Background: an optimization exercise with open tools, aiming at a short achievable clock period and few clock cycles. Do not read the settings as production practice. No run shown here included a check of the RTL's function; only the layout flow was run. Power and IR drop assume default switching activity.

$ cat design/flow/config.mk
export PLATFORM = sky130hd
export DESIGN_NAME = pcpu_top
export DESIGN_NICKNAME = pcpu_top
export VERILOG_FILES = /design/flow/design.v
export SDC_FILE = /design/flow/constraint.sdc
export NUM_CORES = 4
export LEC_CHECK = 0
export ABC_CLOCK_PERIOD_IN_PS = 3000
export CAP_MARGIN = 20
export CORE_MARGIN = 2
export CORE_UTILIZATION = 50
export SLEW_MARGIN = 20
$ cat design/flow/constraint.sdc
create_clock -name core_clock -period 6.5 [get_ports {clock}]
set_input_delay 1.3000 -clock core_clock [delete_from_list [all_inputs] [get_ports {clock}]]
set_output_delay 1.3000 -clock core_clock [all_outputs]
set_load 0.01 [all_outputs]
$ cat design/flow/design.v
`default_nettype none
package pcpu_pkg;
	localparam int WORD_WIDTH    = 16;
	localparam int ADDR_WIDTH    = 8;
	localparam int MEM_DEPTH     = 64;
	localparam int MEM_IDX_WIDTH = 6;
	localparam int REG_COUNT     = 8;
	localparam int REG_IDX_WIDTH = 3;
	localparam int OP_MSB     = 15;
	localparam int OP_LSB     = 11;
	localparam int R1_MSB     = 10;
	localparam int R2_MSB     = 6;
	localparam int R3_MSB     = 2;
	localparam int IMM4_WIDTH = 4;
	localparam int IMM8_WIDTH = 8;
	typedef logic [WORD_WIDTH-1:0]    word_t;
	typedef logic [ADDR_WIDTH-1:0]    addr_t;
	typedef logic [REG_IDX_WIDTH-1:0] reg_idx_t;
	typedef logic [OP_MSB-OP_LSB:0]   opcode_e;
	localparam logic [4:0] OP_NOP   = 5'b00000;
	localparam logic [4:0] OP_HALT  = 5'b00001;
	localparam logic [4:0] OP_LOAD  = 5'b00010;
	localparam logic [4:0] OP_STORE = 5'b00011;
	localparam logic [4:0] OP_SLL   = 5'b00100;
	localparam logic [4:0] OP_SLA   = 5'b00101;
	localparam logic [4:0] OP_SRL   = 5'b00110;
	localparam logic [4:0] OP_SRA   = 5'b00111;
	localparam logic [4:0] OP_ADD   = 5'b01000;
	localparam logic [4:0] OP_ADDI  = 5'b01001;
	localparam logic [4:0] OP_SUB   = 5'b01011;
	localparam logic [4:0] OP_AND   = 5'b01101;
	localparam logic [4:0] OP_XOR   = 5'b01110;
	localparam logic [4:0] OP_OR    = 5'b01111;
	localparam logic [4:0] OP_LDIH  = 5'b10000;
	localparam logic [4:0] OP_SUBI  = 5'b10011;
	typedef logic run_state_e;
	localparam logic RUN_IDLE = 1'b0;
	localparam logic RUN_EXEC = 1'b1;
	localparam logic [15:0] NOP_WORD = '0;
	function automatic opcode_e op_of(input word_t ir);
		op_of = ir[OP_MSB:OP_LSB];
	endfunction
	function automatic reg_idx_t r1_of(input word_t ir);
		r1_of = ir[R1_MSB -: REG_IDX_WIDTH];
	endfunction
	function automatic reg_idx_t r2_of(input word_t ir);
		r2_of = ir[R2_MSB -: REG_IDX_WIDTH];
	endfunction
	function automatic reg_idx_t r3_of(input word_t ir);
		r3_of = ir[R3_MSB -: REG_IDX_WIDTH];
	endfunction
	function automatic logic writes_register(input opcode_e op);
		writes_register = (op == OP_LOAD) || (op == OP_LDIH) || (op == OP_ADD)
			|| (op == OP_ADDI) || (op == OP_SUB) || (op == OP_SUBI)
			|| (op == OP_AND) || (op == OP_OR) || (op == OP_XOR)
			|| (op == OP_SLL) || (op == OP_SRL) || (op == OP_SLA) || (op == OP_SRA);
	endfunction
	function automatic logic reads_r3(input opcode_e op);
		reads_r3 = (op == OP_ADD) || (op == OP_SUB) || (op == OP_AND)
			|| (op == OP_OR) || (op == OP_XOR);
	endfunction
	function automatic logic reads_r2(input opcode_e op);
		reads_r2 = (op == OP_LOAD) || (op == OP_STORE) || (op == OP_SLL)
			|| (op == OP_SRL) || (op == OP_SLA) || (op == OP_SRA)
			|| (op == OP_ADD) || (op == OP_SUB) || (op == OP_AND)
			|| (op == OP_OR) || (op == OP_XOR);
	endfunction
	function automatic logic reads_r1(input opcode_e op);
		reads_r1 = (op == OP_ADDI) || (op == OP_SUBI) || (op == OP_LDIH)
			|| (op == OP_STORE);
	endfunction
endpackage
`default_nettype wire
`timescale 1ns/1ps
`default_nettype none
module pcpu_top
(
	input  wire        clock,
	input  wire        reset,
	input  wire        i_imem_we,
	input  wire [7:0]  i_imem_addr,
	input  wire [15:0] i_imem_data,
	input  wire        i_dmem_we,
	input  wire [7:0]  i_dmem_addr,
	input  wire [15:0] i_dmem_data,
	input  wire        i_start,
	input  wire        i_enable,
	output logic       o_running,
	output logic       o_store_valid,
	output logic [7:0]  o_store_addr,
	output logic [15:0] o_store_data
);
	localparam int K = 4;
	logic [15:0] imem [64];
	logic [15:0] dmem [64];
	logic [15:0] regs [8];
	logic        running;
	logic        halted;
	logic        imem_wr_q;
	logic [63:0] pc_oh;
	wire adv = i_enable;
	always_ff @(posedge clock)
	begin
		if (i_imem_we)
			imem[i_imem_addr[5:0]] <= i_imem_data;
	end
	function automatic logic [7:0] onehot3(input logic [2:0] i);
		onehot3 = 8'd1 << i;
	endfunction
	logic [63:0] w_halt;
	logic [63:0] w_store;
	logic [63:0][7:0] w_rd;
	logic [63:0][7:0] w_wr;
	always_comb
	begin
		for (int j = 0; j < 64; j++)
		begin
			logic [4:0] op;
			logic r1, r2, r3, we;
			op = imem[j][15:11];
			we = (op == pcpu_pkg::OP_LOAD) || (op == pcpu_pkg::OP_LDIH) || (op == pcpu_pkg::OP_ADD)
				|| (op == pcpu_pkg::OP_ADDI) || (op == pcpu_pkg::OP_SUB) || (op == pcpu_pkg::OP_SUBI)
				|| (op == pcpu_pkg::OP_AND) || (op == pcpu_pkg::OP_OR) || (op == pcpu_pkg::OP_XOR)
				|| (op == pcpu_pkg::OP_SLL) || (op == pcpu_pkg::OP_SRL) || (op == pcpu_pkg::OP_SLA)
				|| (op == pcpu_pkg::OP_SRA);
			r1 = (op == pcpu_pkg::OP_ADDI) || (op == pcpu_pkg::OP_SUBI) || (op == pcpu_pkg::OP_LDIH)
				|| (op == pcpu_pkg::OP_STORE);
			r2 = (op == pcpu_pkg::OP_LOAD) || (op == pcpu_pkg::OP_STORE) || (op == pcpu_pkg::OP_SLL)
				|| (op == pcpu_pkg::OP_SRL) || (op == pcpu_pkg::OP_SLA) || (op == pcpu_pkg::OP_SRA)
				|| (op == pcpu_pkg::OP_ADD) || (op == pcpu_pkg::OP_SUB) || (op == pcpu_pkg::OP_AND)
				|| (op == pcpu_pkg::OP_OR) || (op == pcpu_pkg::OP_XOR);
			r3 = (op == pcpu_pkg::OP_ADD) || (op == pcpu_pkg::OP_SUB) || (op == pcpu_pkg::OP_AND)
				|| (op == pcpu_pkg::OP_OR) || (op == pcpu_pkg::OP_XOR);
			w_halt[j]  = (op == pcpu_pkg::OP_HALT);
			w_store[j] = (op == pcpu_pkg::OP_STORE);
			w_wr[j]    = we ? onehot3(imem[j][10:8]) : 8'd0;
			w_rd[j]    = (r1 ? onehot3(imem[j][10:8]) : 8'd0)
				| (r2 ? onehot3(imem[j][6:4]) : 8'd0)
				| (r3 ? onehot3(imem[j][2:0]) : 8'd0);
		end
	end
	logic [63:0][K-1:0] g_inc;
	logic [63:0]  g_hafter;
	logic [63:0]  g_store;
	logic [63:0][K-1:0] g_inc_q;
	logic [63:0]  g_hafter_q;
	logic [63:0]  g_store_q;
	always_comb
	begin
		for (int j = 0; j < 64; j++)
		begin
			logic       ok;
			logic       st;
			logic [7:0] wr;
			ok = 1'b1;
			st = 1'b0;
			wr = 8'd0;
			g_hafter[j] = 1'b0;
			g_store[j]  = 1'b0;
			for (int s = 0; s < K; s++)
			begin
				int p;
				p = (j + s) % 64;
				if (ok && w_halt[p])
					g_hafter[j] = 1'b1;
				ok = ok && !w_halt[p] && ((w_rd[p] & wr) == 8'd0) && !(st && w_store[p]);
				g_inc[j][s] = ok;
				if (ok)
				begin
					st = st | w_store[p];
					wr = wr | w_wr[p];
				end
			end
			if (ok && w_halt[(j + K) % 64])
				g_hafter[j] = 1'b1;
			g_store[j] = st;
		end
	end
	always_ff @(posedge clock)
	begin
		g_inc_q    <= g_inc;
		g_hafter_q <= g_hafter;
		g_store_q  <= g_store;
	end
	logic [K-1:0] f_inc;
	logic         f_hafter;
	logic         f_store;
	logic [K-1:0][15:0] f_word;
	always_comb
	begin
		f_inc    = '0;
		f_hafter = 1'b0;
		f_store  = 1'b0;
		for (int s = 0; s < K; s++)
			f_word[s] = '0;
		for (int j = 0; j < 64; j++)
		begin
			f_inc    = f_inc | ({K{pc_oh[j]}} & g_inc_q[j]);
			f_hafter = f_hafter | (pc_oh[j] & g_hafter_q[j]);
			f_store  = f_store | (pc_oh[j] & g_store_q[j]);
			for (int s = 0; s < K; s++)
				f_word[s] = f_word[s] | ({16{pc_oh[j]}} & imem[(j + s) % 64]);
		end
	end
	logic [63:0] pc_next;
	always_comb
	begin
		pc_next = pc_oh;
		for (int s = 0; s < K; s++)
			if (f_inc[s])
				pc_next = (pc_oh << (s + 1)) | (pc_oh >> (63 - s));
	end
	wire start_now = !running && i_start && i_enable;
	wire fetching  = (running && !halted && adv) || (start_now && !imem_wr_q);
	logic [K-1:0]       e_add, e_sub, e_and, e_or, e_xor, e_addi, e_subi, e_ldih;
	logic [K-1:0]       e_sll, e_srl, e_sra, e_load, e_st;
	logic [K-1:0][7:0]  e_wd;
	logic [K-1:0][7:0]  e_imm;
	logic [K-1:0][3:0]  e_mimm, e_shamt;
	logic [K-1:0][7:0]  e_mv;
	logic [K-1:0][K:0]  e_mb;
	logic [K-1:0][15:0] e_va, e_vb, e_vc;
	logic [K-1:0][K:0]  e_ba, e_bb, e_bc;
	logic [K-1:0][15:0] res_q;
	logic [K-1:0][7:0]  w_wd;
	logic               sv_q;
	logic [7:0]         sa_q;
	logic [15:0]        sd_q;
	assign o_running     = running;
	assign o_store_valid = sv_q & i_enable;
	assign o_store_addr  = sa_q;
	assign o_store_data  = sd_q;
	logic [7:0][15:0] regs_next;
	always_comb
	begin
		for (int r = 0; r < 8; r++)
		begin
			regs_next[r] = regs[r];
			for (int k = 0; k < K; k++)
				if (w_wd[k][r])
					regs_next[r] = res_q[k];
		end
	end
	always_ff @(posedge clock or negedge reset)
	begin
		if (!reset)
		begin
			for (int r = 0; r < 8; r++)
				regs[r] <= '0;
		end
		else if (adv)
		begin
			for (int r = 0; r < 8; r++)
				regs[r] <= regs_next[r];
		end
	end
	always_ff @(posedge clock)
	begin
		if (adv && sv_q)
			dmem[sa_q[5:0]] <= sd_q;
		else if (i_dmem_we)
			dmem[i_dmem_addr[5:0]] <= i_dmem_data;
	end
	function automatic logic [15:0] rd_next(input logic [7:0] sel);
		rd_next = '0;
		for (int r = 0; r < 8; r++)
			rd_next = rd_next | ({16{sel[r]}} & regs_next[r]);
	endfunction
	function automatic logic [K:0] byp(input logic [7:0] sel);
		logic hit;
		byp = '0;
		hit = 1'b0;
		for (int k = K - 1; k >= 0; k--)
			if (!hit && (e_wd[k] & sel) != 8'd0)
			begin
				byp[k] = 1'b1;
				hit = 1'b1;
			end
		byp[K] = !hit;
	endfunction
	logic [K-1:0][15:0] x_a, x_b, x_c;
	logic [K-1:0][7:0]  x_m;
	logic [K-1:0][5:0]  x_ea6;
	logic [K-1:0][7:0]  x_ea8;
	logic [K-1:0][15:0] x_res;
	always_comb
	begin
		for (int s = 0; s < K; s++)
		begin
			x_a[s] = {16{e_ba[s][K]}} & e_va[s];
			x_b[s] = {16{e_bb[s][K]}} & e_vb[s];
			x_c[s] = {16{e_bc[s][K]}} & e_vc[s];
			for (int k = 0; k < K; k++)
			begin
				x_a[s] = x_a[s] | ({16{e_ba[s][k]}} & res_q[k]);
				x_b[s] = x_b[s] | ({16{e_bb[s][k]}} & res_q[k]);
				x_c[s] = x_c[s] | ({16{e_bc[s][k]}} & res_q[k]);
			end
			x_m[s] = {8{e_mb[s][K]}} & e_mv[s];
			for (int k = 0; k < K; k++)
				x_m[s] = x_m[s] | ({8{e_mb[s][k]}} & res_q[k][7:0]);
			x_ea6[s] = x_m[s][5:0] + {2'd0, e_mimm[s]};
			x_ea8[s] = x_m[s][7:0] + {4'd0, e_mimm[s]};
		end
	end
	always_comb
	begin
		for (int s = 0; s < K; s++)
		begin
			logic [15:0] a, b, c, ld, fv;
			logic        fh;
			logic [7:0]  imm;
			a = x_a[s];
			b = x_b[s];
			c = x_c[s];
			imm = e_imm[s];
			fh = sv_q && (sa_q[5:0] == x_ea6[s]);
			fv = sd_q;
			for (int t = 0; t < s; t++)
				if (e_st[t] && x_ea6[t] == x_ea6[s])
				begin
					fh = 1'b1;
					fv = x_c[t];
				end
			ld = fh ? fv : dmem[x_ea6[s]];
			x_res[s] = '0;
			if (e_add[s])  x_res[s] = x_res[s] | (a + b);
			if (e_sub[s])  x_res[s] = x_res[s] | (a - b);
			if (e_and[s])  x_res[s] = x_res[s] | (a & b);
			if (e_or[s])   x_res[s] = x_res[s] | (a | b);
			if (e_xor[s])  x_res[s] = x_res[s] | (a ^ b);
			if (e_addi[s]) x_res[s] = x_res[s] | (c + {8'd0, imm});
			if (e_subi[s]) x_res[s] = x_res[s] | (c - {8'd0, imm});
			if (e_ldih[s]) x_res[s] = x_res[s] | {c[15:8] + imm, c[7:0]};
			if (e_sll[s])  x_res[s] = x_res[s] | (a << e_shamt[s]);
			if (e_srl[s])  x_res[s] = x_res[s] | (a >> e_shamt[s]);
			if (e_sra[s])  x_res[s] = x_res[s] | 16'($signed(a) >>> e_shamt[s]);
			if (e_load[s]) x_res[s] = x_res[s] | ld;
		end
	end
	logic        x_st;
	logic [7:0]  x_st_ea8;
	logic [15:0] x_st_data;
	always_comb
	begin
		x_st      = |e_st;
		x_st_ea8  = '0;
		x_st_data = '0;
		for (int s = 0; s < K; s++)
		begin
			x_st_ea8  = x_st_ea8  | ({8{e_st[s]}}  & x_ea8[s]);
			x_st_data = x_st_data | ({16{e_st[s]}} & x_c[s]);
		end
	end
	always_ff @(posedge clock or negedge reset)
	begin
		if (!reset)
		begin
			running   <= 1'b0;
			halted    <= 1'b0;
			imem_wr_q <= 1'b0;
			pc_oh     <= 64'd1;
			e_add  <= '0; e_sub  <= '0; e_and  <= '0; e_or   <= '0;
			e_xor  <= '0; e_addi <= '0; e_subi <= '0; e_ldih <= '0;
			e_sll  <= '0; e_srl  <= '0; e_sra  <= '0; e_load <= '0;
			e_st   <= '0;
			e_wd   <= '0;
			w_wd   <= '0;
			sv_q   <= 1'b0;
		end
		else
		begin
			imem_wr_q <= i_imem_we;
			if (start_now)
				running <= 1'b1;
			else if (running && adv && (halted || (fetching && f_hafter))
				&& !(fetching && f_store) && !x_st)
				running <= 1'b0;
			if (start_now)
				halted <= fetching && f_hafter;
			else if (fetching && f_hafter)
				halted <= 1'b1;
			if (fetching)
				pc_oh <= f_hafter ? 64'd1 : pc_next;
			if (adv)
			begin
				for (int s = 0; s < K; s++)
				begin
					logic [4:0] op;
					logic       v, we;
					op = f_word[s][15:11];
					v  = fetching && f_inc[s];
					e_add[s]  <= v && (op == pcpu_pkg::OP_ADD);
					e_sub[s]  <= v && (op == pcpu_pkg::OP_SUB);
					e_and[s]  <= v && (op == pcpu_pkg::OP_AND);
					e_or[s]   <= v && (op == pcpu_pkg::OP_OR);
					e_xor[s]  <= v && (op == pcpu_pkg::OP_XOR);
					e_addi[s] <= v && (op == pcpu_pkg::OP_ADDI);
					e_subi[s] <= v && (op == pcpu_pkg::OP_SUBI);
					e_ldih[s] <= v && (op == pcpu_pkg::OP_LDIH);
					e_sll[s]  <= v && ((op == pcpu_pkg::OP_SLL) || (op == pcpu_pkg::OP_SLA));
					e_srl[s]  <= v && (op == pcpu_pkg::OP_SRL);
					e_sra[s]  <= v && (op == pcpu_pkg::OP_SRA);
					e_load[s] <= v && (op == pcpu_pkg::OP_LOAD);
					e_st[s]   <= v && (op == pcpu_pkg::OP_STORE);
					we = (op == pcpu_pkg::OP_LOAD) || (op == pcpu_pkg::OP_LDIH) || (op == pcpu_pkg::OP_ADD)
						|| (op == pcpu_pkg::OP_ADDI) || (op == pcpu_pkg::OP_SUB) || (op == pcpu_pkg::OP_SUBI)
						|| (op == pcpu_pkg::OP_AND) || (op == pcpu_pkg::OP_OR) || (op == pcpu_pkg::OP_XOR)
						|| (op == pcpu_pkg::OP_SLL) || (op == pcpu_pkg::OP_SRL) || (op == pcpu_pkg::OP_SLA)
						|| (op == pcpu_pkg::OP_SRA);
					e_wd[s] <= (v && we) ? onehot3(f_word[s][10:8]) : 8'd0;
				end
				w_wd <= e_wd;
				sv_q <= x_st;
			end
		end
	end
	always_ff @(posedge clock)
	begin
		if (adv)
		begin
			for (int s = 0; s < K; s++)
			begin
				logic [4:0] fop;
				logic       fmem, fsh;
				fop  = f_word[s][15:11];
				fmem = (fop == pcpu_pkg::OP_LOAD) || (fop == pcpu_pkg::OP_STORE);
				fsh  = (fop == pcpu_pkg::OP_SLL) || (fop == pcpu_pkg::OP_SLA)
					|| (fop == pcpu_pkg::OP_SRL) || (fop == pcpu_pkg::OP_SRA);
				e_imm[s]   <= f_word[s][7:0];
				e_mimm[s]  <= fmem ? f_word[s][3:0] : 4'd0;
				e_shamt[s] <= fsh ? f_word[s][3:0] : 4'd0;
				e_mv[s]    <= fmem ? rd_next(onehot3(f_word[s][6:4])) : '0;
				e_mb[s]    <= fmem ? byp(onehot3(f_word[s][6:4])) : '0;
				e_va[s]  <= rd_next(onehot3(f_word[s][6:4]));
				e_vb[s]  <= rd_next(onehot3(f_word[s][2:0]));
				e_vc[s]  <= rd_next(onehot3(f_word[s][10:8]));
				e_ba[s]  <= byp(onehot3(f_word[s][6:4]));
				e_bb[s]  <= byp(onehot3(f_word[s][2:0]));
				e_bc[s]  <= byp(onehot3(f_word[s][10:8]));
			end
			res_q <= x_res;
			if (x_st)
			begin
				sa_q <= x_st_ea8;
				sd_q <= x_st_data;
			end
		end
	end
endmodule
`default_nettype wire
$ cat design/flow/flow/run.sh
#!/bin/bash
# Standard ORFS layout, with the setup-slack margin applied only from placement
# on: the pre-placement sizing in floorplan gains nothing here and can run for
# a long time with a margin. Each step's full output goes to its own log.
set -euo pipefail
bash standard.sh synth > synth.log 2>&1
bash standard.sh floorplan > floorplan.log 2>&1
export SETUP_SLACK_MARGIN=2.5
export TNS_END_PERCENT=20
bash standard.sh place > place.log 2>&1
bash standard.sh cts > cts.log 2>&1
bash standard.sh finish > finish.log 2>&1
$ cat design/flow/standard.sh
#!/bin/bash
# synth_recipe.tcl (not shown) runs the flow's synth.tcl, then flattens the netlist and writes it again
# the make line also repeats each setting of config.mk as NAME=value (left out here)
make -C /OpenROAD-flow-scripts/flow DESIGN_CONFIG=/design/flow/config.mk WORK_HOME=/design/flow/orfs CLKGATE_MAP_FILE= SYNTH_SCRIPT=/design/flow/synth_recipe.tcl "${@:-finish}"
==> results of run 1 <==
-- how the worst min path moves through the flow --
stage	cells past startpoint	to
floorplan	1	e_load[2]
global placement	1	regs[0][14]
detailed placement	1	regs[6][4]
CTS	1	e_wd[16]
-- per-layer routing --
layer | overflow | global-route usage, %
met5 | 138 | 70.6
met4 | 1475 | 79.7
met3 | 1023 | 83.6
met2 | 3012 | 95.6
met1 | 965 | 90.7
-- logic make-up after synthesis --
kind of cell | synth area share, %
xor+xnor | 1.07
fa+ha+maj | 1.65
compound gates | 25.3
flops | 35.6
simple gates | 16.8
mux | 14.4
buf+inv | 5.19
-- repair_timing --
action                     CTS
cloned                      42
setup endpoints to repair  914
gates resized for setup    385
setup buffers              192
pin swaps                   84
hold buffers                 0
-- per-stage QoR --
stage                     hold WS (ns)  power [mW]  cells  instance area [sq um]  setup TNS, ns
after floorplan                  0.479        30.0  26100                 255000              0
after global placement           0.488        35.2  31800                 269000              0
after detailed placement         0.495        35.8  31800                 269000        -0.0109
after CTS                        0.205        59.5  32700                 286000              0
-- power groups by stage --
stage	logic, mW	registers (mW)	clock network, mW
after floorplan	6.95	23.0	0
after detailed placement	12.3	23.5	0
after CTS	13.6	23.1	22.8
after global placement	11.8	23.5	0
==> summary.txt, run 1 <==
Result of the run: did not finish
Stage where the flow stopped: global routing (5_1_grt)
First error message: [ERROR GRT-0116] Global routing finished with congestion. Check the congestion regions in the DRC Viewer.
Most common cell in the netlist: edfxtp_1
Post-synthesis instance total: 26,100
DP Worst Slack: -0.0109 ns
Cell taking the most area after synthesis: edfxtp_1
Top-Level Pins: 80
GRT Residual Overflow: 6,613
Synth warnings: 2
Leading cell types by total area after synthesis: edfxtp_1 30%, mux4_2 12%, a22oi_1 5.3%
Total CTS buffers: 368
Syn Nets: 26,500
Post-Synthesis Cell Area: 255,000 sq um
EDFF count, synth: 2,504
Post-synthesis area per instance: 9.75 sq um
Die height: 718 microns
Cell Rows: 262
Root buffer selected by CTS: clkbuf_16
Top cells by instance count after synthesis: 2,504 x edfxtp_1, 2,113 x clkbuf_1, 2,077 x nand2_1
Asr flop ratio synth: 9.75%
Register area share after synthesis: 35.6%
Post-synthesis register bit count: 3,200
HPWL after DPL: 1,470,000 microns
Number of clock sinks seen by CTS: 3,200
Via count of the first global-routing pass: 323,000
Top-area cell type share of the netlist area: 29.5%
IO Port Bufs: 75
Die width: 718 microns
Initial Util: 50.1%
Number of buffers on the longest clock path: 4
First-pass GRT wire length: 3,180,000 microns
Total Routing Usage GR: 88.5%
Most used flip-flop cell after synthesis: edfxtp_1
Routability cong.: 1.35
Number of distinct standard cells referenced by the synthesized netlist: 123
Maximum number of pins on one net before global-route repair: 154
CTS H-tree depth: 5
==> run 2: changes to the inputs <==
==> design/flow/run.sh (new file) <==
#!/bin/bash
# synth_recipe.tcl (not shown) runs the flow's synth.tcl, then flattens the netlist and writes it again
# the make line also repeats each setting of config.mk as NAME=value (left out here)
make -C /OpenROAD-flow-scripts/flow DESIGN_CONFIG=/design/flow/config.mk WORK_HOME=/design/flow/orfs CLKGATE_MAP_FILE= SYNTH_SCRIPT=/design/flow/synth_recipe.tcl finish
--- a/design/flow/config.mk
+++ b/design/flow/config.mk
@@ -9,4 +9,6 @@
 export CAP_MARGIN = 20
 export CORE_MARGIN = 2
 export CORE_UTILIZATION = 50
+export SETUP_SLACK_MARGIN = 2.5
 export SLEW_MARGIN = 20
+export TNS_END_PERCENT = 20
removed: design/flow/flow/run.sh
removed: design/flow/standard.sh
==> summary.txt, run 2 <==
Number of distinct standard cells referenced by the synthesized netlist: 123
EDFF count, synth: 2,504
Total CTS buffers: 366
Top-Level Pins: 80
Register area share after synthesis: 35.6%
IO Port Bufs: 75
Routability cong.: 1.32
Via count of the first global-routing pass: 338,000
Root buffer selected by CTS: clkbuf_16
Most common cell in the netlist: edfxtp_1
Die height: 718 microns
GRT Residual Overflow: 9,229
Number of buffers on the longest clock path: 4
Leading cell types by total area after synthesis: edfxtp_1 30%, mux4_2 12%, a22oi_1 5.3%
Synth warnings: 2
Asr flop ratio synth: 9.75%
Cell taking the most area after synthesis: edfxtp_1
HPWL after DPL: 1,480,000 microns
Result of the run: did not finish
CTS H-tree depth: 5
Number of clock sinks seen by CTS: 3,200
First-pass GRT wire length: 3,290,000 microns
Die width: 718 microns
Post-Synthesis Cell Area: 255,000 sq um
Most used flip-flop cell after synthesis: edfxtp_1
Top cells by instance count after synthesis: 2,504 x edfxtp_1, 2,113 x clkbuf_1, 2,077 x nand2_1
Cell Rows: 262
Post-synthesis register bit count: 3,200
Total Routing Usage GR: 91.2%
Initial Util: 50.1%
First error message: [ERROR GRT-0116] Global routing finished with congestion. Check the congestion regions in the DRC Viewer.
Stage where the flow stopped: global routing (5_1_grt)
DP Worst Slack: 0.500 ns
Top-area cell type share of the netlist area: 29.5%
Maximum number of pins on one net before global-route repair: 166
Post-synthesis area per instance: 9.75 sq um
Syn Nets: 26,500
Post-synthesis instance total: 26,100
## run 2: repair_timing
item,CTS
pin swaps,209
setup endpoints to repair,868
resized for setup,1058
cloned,102
hold buffers,0
setup buffers,972
## run 2: metrics by stage
stage | hold WS, ns | instance area [sq um] | cells
after floorplan | 0.479 | 255000 | 26100
after global placement | 0.488 | 269000 | 31900
after detailed placement | 0.495 | 269000 | 31900
after CTS | 0.220 | 299000 | 33600
## run 2: logic make-up after synthesis
group,Yosys count,share of synthesized area [%]
mux,1962,14.4
flops,3200,35.6
simple gates,8236,16.8
compound gates,8627,25.3
buf+inv,3468,5.19
xor+xnor,304,1.07
fa+ha+maj,322,1.65
## run 2: worst max-delay path by stage
stage | to | cells after the start
2_1_floorplan | res_q[4] | 15
3_5_place_dp | res_q[60] | 15
4_1_cts | res_q[61] | 17
3_3_place_gp | res_q[54] | 13
## run 2: per-layer routing
| layer | overflow | GRT usage (%) |
|---|---|---|
| met1 | 1460 | 92.0 |
| met5 | 184 | 76.0 |
| met2 | 3936 | 97.8 |
| met4 | 2019 | 84.8 |
| met3 | 1630 | 87.3 |
## run 2: power by group through the flow
stage	clock, mW	sequential (mW)	combinational (mW)
4_1_cts	23.0	23.0	14.1
3_5_place_dp	0	23.5	12.3
3_3_place_gp	0	23.5	11.8
2_1_floorplan	0	23.0	7.07
==> run 3: changes to the inputs <==
--- a/design/flow/design.v
+++ b/design/flow/design.v
@@ -90,7 +90,7 @@
 	output logic [7:0]  o_store_addr,
 	output logic [15:0] o_store_data
 );
-	localparam int K = 4;
+	localparam int K = 3;
 	logic [15:0] imem [64];
 	logic [15:0] dmem [64];
 	logic [15:0] regs [8];
@@ -109,6 +109,7 @@
 	endfunction
 	logic [63:0] w_halt;
 	logic [63:0] w_store;
+	logic [63:0] w_load;
 	logic [63:0][7:0] w_rd;
 	logic [63:0][7:0] w_wr;
 	always_comb
@@ -133,6 +134,7 @@
 				|| (op == pcpu_pkg::OP_OR) || (op == pcpu_pkg::OP_XOR);
 			w_halt[j]  = (op == pcpu_pkg::OP_HALT);
 			w_store[j] = (op == pcpu_pkg::OP_STORE);
+			w_load[j]  = (op == pcpu_pkg::OP_LOAD);
 			w_wr[j]    = we ? onehot3(imem[j][10:8]) : 8'd0;
 			w_rd[j]    = (r1 ? onehot3(imem[j][10:8]) : 8'd0)
 				| (r2 ? onehot3(imem[j][6:4]) : 8'd0)
@@ -151,9 +153,11 @@
 		begin
 			logic       ok;
 			logic       st;
+			logic       ld;
 			logic [7:0] wr;
 			ok = 1'b1;
 			st = 1'b0;
+			ld = 1'b0;
 			wr = 8'd0;
 			g_hafter[j] = 1'b0;
 			g_store[j]  = 1'b0;
@@ -163,11 +167,12 @@
 				p = (j + s) % 64;
 				if (ok && w_halt[p])
 					g_hafter[j] = 1'b1;
-				ok = ok && !w_halt[p] && ((w_rd[p] & wr) == 8'd0) && !(st && w_store[p]);
+				ok = ok && !w_halt[p] && ((w_rd[p] & wr) == 8'd0) && !((st || ld) && w_store[p]);
 				g_inc[j][s] = ok;
 				if (ok)
 				begin
 					st = st | w_store[p];
+					ld = ld | w_load[p];
 					wr = wr | w_wr[p];
 				end
 			end
@@ -182,36 +187,70 @@
 		g_hafter_q <= g_hafter;
 		g_store_q  <= g_store;
 	end
-	logic [K-1:0] f_inc;
-	logic         f_hafter;
-	logic         f_store;
-	logic [K-1:0][15:0] f_word;
+	logic [K-1:0] f0_inc;
+	logic         f0_hafter;
+	logic         f0_store;
+	logic [K-1:0][15:0] f0_word;
 	always_comb
 	begin
-		f_inc    = '0;
-		f_hafter = 1'b0;
-		f_store  = 1'b0;
+		f0_inc    = '0;
+		f0_hafter = 1'b0;
+		f0_store  = 1'b0;
 		for (int s = 0; s < K; s++)
-			f_word[s] = '0;
+			f0_word[s] = '0;
 		for (int j = 0; j < 64; j++)
 		begin
-			f_inc    = f_inc | ({K{pc_oh[j]}} & g_inc_q[j]);
-			f_hafter = f_hafter | (pc_oh[j] & g_hafter_q[j]);
-			f_store  = f_store | (pc_oh[j] & g_store_q[j]);
+			f0_inc    = f0_inc | ({K{pc_oh[j]}} & g_inc_q[j]);
+			f0_hafter = f0_hafter | (pc_oh[j] & g_hafter_q[j]);
+			f0_store  = f0_store | (pc_oh[j] & g_store_q[j]);
 			for (int s = 0; s < K; s++)
-				f_word[s] = f_word[s] | ({16{pc_oh[j]}} & imem[(j + s) % 64]);
+				f0_word[s] = f0_word[s] | ({16{pc_oh[j]}} & imem[(j + s) % 64]);
 		end
 	end
 	logic [63:0] pc_next;
+	logic [63:0] pc_zero_next;
 	always_comb
 	begin
-		pc_next = pc_oh;
+		pc_next      = pc_oh;
+		pc_zero_next = 64'd1;
 		for (int s = 0; s < K; s++)
-			if (f_inc[s])
+		begin
+			if (f0_inc[s])
 				pc_next = (pc_oh << (s + 1)) | (pc_oh >> (63 - s));
+			if (g_inc_q[0][s])
+				pc_zero_next = 64'd1 << (s + 1);
+		end
 	end
+	logic [K-1:0]       f_inc;
+	logic               f_hafter;
+	logic               f_store;
+	logic [K-1:0][15:0] f_word;
+	logic imem_wr_qq;
+	logic pend;
+	wire clean     = !imem_wr_q && !imem_wr_qq;
 	wire start_now = !running && i_start && i_enable;
-	wire fetching  = (running && !halted && adv) || (start_now && !imem_wr_q);
+	wire fetching  = adv && ((running && !halted && !pend)
+		|| ((start_now || (running && pend)) && clean));
+	always_ff @(posedge clock)
+	begin
+		if (fetching && !f_hafter)
+		begin
+			f_inc    <= f0_inc;
+			f_hafter <= f0_hafter;
+			f_store  <= f0_store;
+			f_word   <= f0_word;
+			pc_oh    <= pc_next;
+		end
+		else if (!(running && !halted && !pend && !fetching))
+		begin
+			f_inc    <= g_inc_q[0];
+			f_hafter <= g_hafter_q[0];
+			f_store  <= g_store_q[0];
+			for (int s = 0; s < K; s++)
+				f_word[s] <= imem[s];
+			pc_oh    <= pc_zero_next;
+		end
+	end
 	logic [K-1:0]       e_add, e_sub, e_and, e_or, e_xor, e_addi, e_subi, e_ldih;
 	logic [K-1:0]       e_sll, e_srl, e_sra, e_load, e_st;
 	logic [K-1:0][7:0]  e_wd;
@@ -226,6 +265,7 @@
 	logic               sv_q;
 	logic [7:0]         sa_q;
 	logic [15:0]        sd_q;
+	logic [63:0]        sa_oh;
 	assign o_running     = running;
 	assign o_store_valid = sv_q & i_enable;
 	assign o_store_addr  = sa_q;
@@ -256,10 +296,11 @@
 	end
 	always_ff @(posedge clock)
 	begin
-		if (adv && sv_q)
-			dmem[sa_q[5:0]] <= sd_q;
-		else if (i_dmem_we)
-			dmem[i_dmem_addr[5:0]] <= i_dmem_data;
+		for (int j = 0; j < 64; j++)
+			if (adv && sv_q && sa_oh[j])
+				dmem[j] <= sd_q;
+			else if (i_dmem_we && i_dmem_addr[5:0] == 6'(j))
+				dmem[j] <= i_dmem_data;
 	end
 	function automatic logic [15:0] rd_next(input logic [7:0] sel);
 		rd_next = '0;
@@ -280,7 +321,7 @@
 	endfunction
 	logic [K-1:0][15:0] x_a, x_b, x_c;
 	logic [K-1:0][7:0]  x_m;
-	logic [K-1:0][5:0]  x_ea6;
+	logic [K-1:0][63:0] x_eoh;
 	logic [K-1:0][7:0]  x_ea8;
 	logic [K-1:0][15:0] x_res;
 	always_comb
@@ -299,30 +340,55 @@
 			x_m[s] = {8{e_mb[s][K]}} & e_mv[s];
 			for (int k = 0; k < K; k++)
 				x_m[s] = x_m[s] | ({8{e_mb[s][k]}} & res_q[k][7:0]);
-			x_ea6[s] = x_m[s][5:0] + {2'd0, e_mimm[s]};
+			x_eoh[s] = 64'd1 << x_m[s][5:0];
+			for (int b = 0; b < 4; b++)
+				if (e_mimm[s][b])
+					x_eoh[s] = (x_eoh[s] << (1 << b)) | (x_eoh[s] >> (64 - (1 << b)));
 			x_ea8[s] = x_m[s][7:0] + {4'd0, e_mimm[s]};
 		end
 	end
+	logic        x_st;
+	logic [7:0]  x_st_ea8;
+	logic [63:0] x_st_oh;
+	logic [15:0] x_st_data;
+	always_comb
+	begin
+		x_st      = |e_st;
+		x_st_ea8  = '0;
+		x_st_oh   = '0;
+		x_st_data = '0;
+		for (int s = 0; s < K; s++)
+		begin
+			x_st_ea8  = x_st_ea8  | ({8{e_st[s]}}  & x_ea8[s]);
+			x_st_oh   = x_st_oh   | ({64{e_st[s]}} & x_eoh[s]);
+			x_st_data = x_st_data | ({16{e_st[s]}} & x_c[s]);
+		end
+	end
+	logic [63:0][15:0] dmem_grp;
+	always_comb
+	begin
+		for (int j = 0; j < 64; j++)
+			dmem_grp[j] = x_st_oh[j] ? x_st_data : dmem_eff[j];
+	end
+	logic [63:0][15:0] dmem_eff;
+	always_comb
+	begin
+		for (int j = 0; j < 64; j++)
+			dmem_eff[j] = (sv_q && sa_oh[j]) ? sd_q : dmem[j];
+	end
 	always_comb
 	begin
 		for (int s = 0; s < K; s++)
 		begin
-			logic [15:0] a, b, c, ld, fv;
-			logic        fh;
+			logic [15:0] a, b, c, ld;
 			logic [7:0]  imm;
 			a = x_a[s];
 			b = x_b[s];
 			c = x_c[s];
 			imm = e_imm[s];
-			fh = sv_q && (sa_q[5:0] == x_ea6[s]);
-			fv = sd_q;
-			for (int t = 0; t < s; t++)
-				if (e_st[t] && x_ea6[t] == x_ea6[s])
-				begin
-					fh = 1'b1;
-					fv = x_c[t];
-				end
-			ld = fh ? fv : dmem[x_ea6[s]];
+			ld = '0;
+			for (int j = 0; j < 64; j++)
+				ld = ld | ({16{x_eoh[s][j]}} & dmem_grp[j]);
 			x_res[s] = '0;
 			if (e_add[s])  x_res[s] = x_res[s] | (a + b);
 			if (e_sub[s])  x_res[s] = x_res[s] | (a - b);
@@ -338,20 +404,6 @@
 			if (e_load[s]) x_res[s] = x_res[s] | ld;
 		end
 	end
-	logic        x_st;
-	logic [7:0]  x_st_ea8;
-	logic [15:0] x_st_data;
-	always_comb
-	begin
-		x_st      = |e_st;
-		x_st_ea8  = '0;
-		x_st_data = '0;
-		for (int s = 0; s < K; s++)
-		begin
-			x_st_ea8  = x_st_ea8  | ({8{e_st[s]}}  & x_ea8[s]);
-			x_st_data = x_st_data | ({16{e_st[s]}} & x_c[s]);
-		end
-	end
 	always_ff @(posedge clock or negedge reset)
 	begin
 		if (!reset)
@@ -359,7 +411,8 @@
 			running   <= 1'b0;
 			halted    <= 1'b0;
 			imem_wr_q <= 1'b0;
-			pc_oh     <= 64'd1;
+			imem_wr_qq <= 1'b0;
+			pend      <= 1'b0;
 			e_add  <= '0; e_sub  <= '0; e_and  <= '0; e_or   <= '0;
 			e_xor  <= '0; e_addi <= '0; e_subi <= '0; e_ldih <= '0;
 			e_sll  <= '0; e_srl  <= '0; e_sra  <= '0; e_load <= '0;
@@ -370,18 +423,21 @@
 		end
 		else
 		begin
-			imem_wr_q <= i_imem_we;
+			imem_wr_q  <= i_imem_we;
+			imem_wr_qq <= imem_wr_q;
 			if (start_now)
 				running <= 1'b1;
-			else if (running && adv && (halted || (fetching && f_hafter))
+			else if (running && adv && !pend && (halted || (fetching && f_hafter))
 				&& !(fetching && f_store) && !x_st)
 				running <= 1'b0;
 			if (start_now)
+				pend <= !clean;
+			else if (fetching)
+				pend <= 1'b0;
+			if (start_now)
 				halted <= fetching && f_hafter;
 			else if (fetching && f_hafter)
 				halted <= 1'b1;
-			if (fetching)
-				pc_oh <= f_hafter ? 64'd1 : pc_next;
 			if (adv)
 			begin
 				for (int s = 0; s < K; s++)
@@ -443,6 +499,7 @@
 			if (x_st)
 			begin
 				sa_q <= x_st_ea8;
+				sa_oh <= x_st_oh;
 				sd_q <= x_st_data;
 			end
 		end
--- a/design/flow/config.mk
+++ b/design/flow/config.mk
@@ -8,7 +8,7 @@
 export ABC_CLOCK_PERIOD_IN_PS = 3000
 export CAP_MARGIN = 20
 export CORE_MARGIN = 2
-export CORE_UTILIZATION = 50
-export SETUP_SLACK_MARGIN = 2.5
+export CORE_UTILIZATION = 40
+export SETUP_SLACK_MARGIN = 2.0
 export SLEW_MARGIN = 20
 export TNS_END_PERCENT = 20
==> summary.txt, run 3 <==
Die height: 795 microns
Register area share after synthesis: 35.6%
IO Port Bufs: 75
Asr flop ratio synth: 7.12%
Post-synthesis area per instance: 8.98 sq um
Number of clock sinks seen by CTS: 3,106
Via count of the first global-routing pass: 353,000
Post-Synthesis Cell Area: 250,000 sq um
Cell taking the most area after synthesis: edfxtp_1
Most common cell in the netlist: edfxtp_1
Number of distinct standard cells referenced by the synthesized netlist: 141
Syn Nets: 28,200
Top-area cell type share of the netlist area: 30.8%
Top cells by instance count after synthesis: 2,565 x edfxtp_1, 2,213 x nand2_1, 2,179 x clkbuf_1
Root buffer selected by CTS: clkbuf_16
Total Routing Usage GR: 86.0%
Total CTS buffers: 382
Die width: 795 microns
First-pass GRT wire length: 3,830,000 microns
Stage where the flow stopped: global routing (5_1_grt)
Routability cong.: 1.48
Number of buffers on the longest clock path: 4
Cell Rows: 290
EDFF count, synth: 2,565
GRT Residual Overflow: 9,434
First error message: [ERROR GRT-0116] Global routing finished with congestion. Check the congestion regions in the DRC Viewer.
Post-synthesis instance total: 27,900
Maximum number of pins on one net before global-route repair: 168
HPWL after DPL: 1,850,000 microns
Hold_buf cts: 0
CTS H-tree depth: 5
Initial Util: 40.1%
Synth warnings: 3
Post-synthesis register bit count: 3,106
Leading cell types by total area after synthesis: edfxtp_1 31%, mux2i_1 6.4%, mux2_2 5.8%
Result of the run: did not finish
Top-Level Pins: 80
Most used flip-flop cell after synthesis: edfxtp_1
-- run 3: cell types whose count changed after synthesis, sizes merged, moves of 289 or more --
cell,previous run,this run
a21oi,1048,1611
a22oi,1808,1434
mux2,218,1298
mux2i,406,1594
mux4,1338,35
nand2b,403,114
nor2,1584,2149
-- run 3: metrics by stage --
step	total power, mW	instances	cell area [sq um]	worst slack [ns]
2_1_floorplan	51.5	27900	250000	1.90
3_3_place_gp	87.3	38000	291000	-0.945
3_5_place_dp	87.3	38000	291000	-0.819
4_1_cts	111	38900	308000	0.365
-- run 3: timing repair --
item                                    in CTS
buffers inserted                           165
cloned                                       1
pin swaps                                  169
resized for setup                          557
endpoints found under the setup margin      76
-- run 3: cell families after synthesis --
kind of cell	count (synthesis)	share of synthesized area, %
and+or+nand+nor	8380	16.2
AOI/OAI and AO/OA	9565	28.5
adders and majority gates	240	1.25
DFF	3106	35.6
buffers and inverters	3527	5.51
xor gates and xnor gates	125	0.438
muxes	2927	12.5
-- run 3: power by group through the flow --
| stage | combinational (mW) | sequential [mW] | clock [mW] |
|---|---|---|---|
| floorplan | 26.7 | 24.8 | 0 |
| global placement | 60.4 | 26.9 | 0 |
| detailed placement | 60.4 | 26.9 | 0 |
| CTS | 61.8 | 26.4 | 23.0 |
-- run 3: worst min path at each step --
stage            endpoint  slack, ns  cells after the start
3_3_place_gp     e_imm[7]       0.40                      0
2_1_floorplan  imem_wr_qq       0.39                      0
3_5_place_dp    e_imm[23]       0.41                      0
4_1_cts           e_or[2]       0.26                      1
-- run 3: per-layer routing --
| metal | overflow | GRT usage, % |
|---|---|---|
| met4 | 2982 | 81.0 |
| met5 | 58 | 55.1 |
| met2 | 5230 | 96.7 |
| met3 | 655 | 77.2 |
| met1 | 509 | 87.1 |
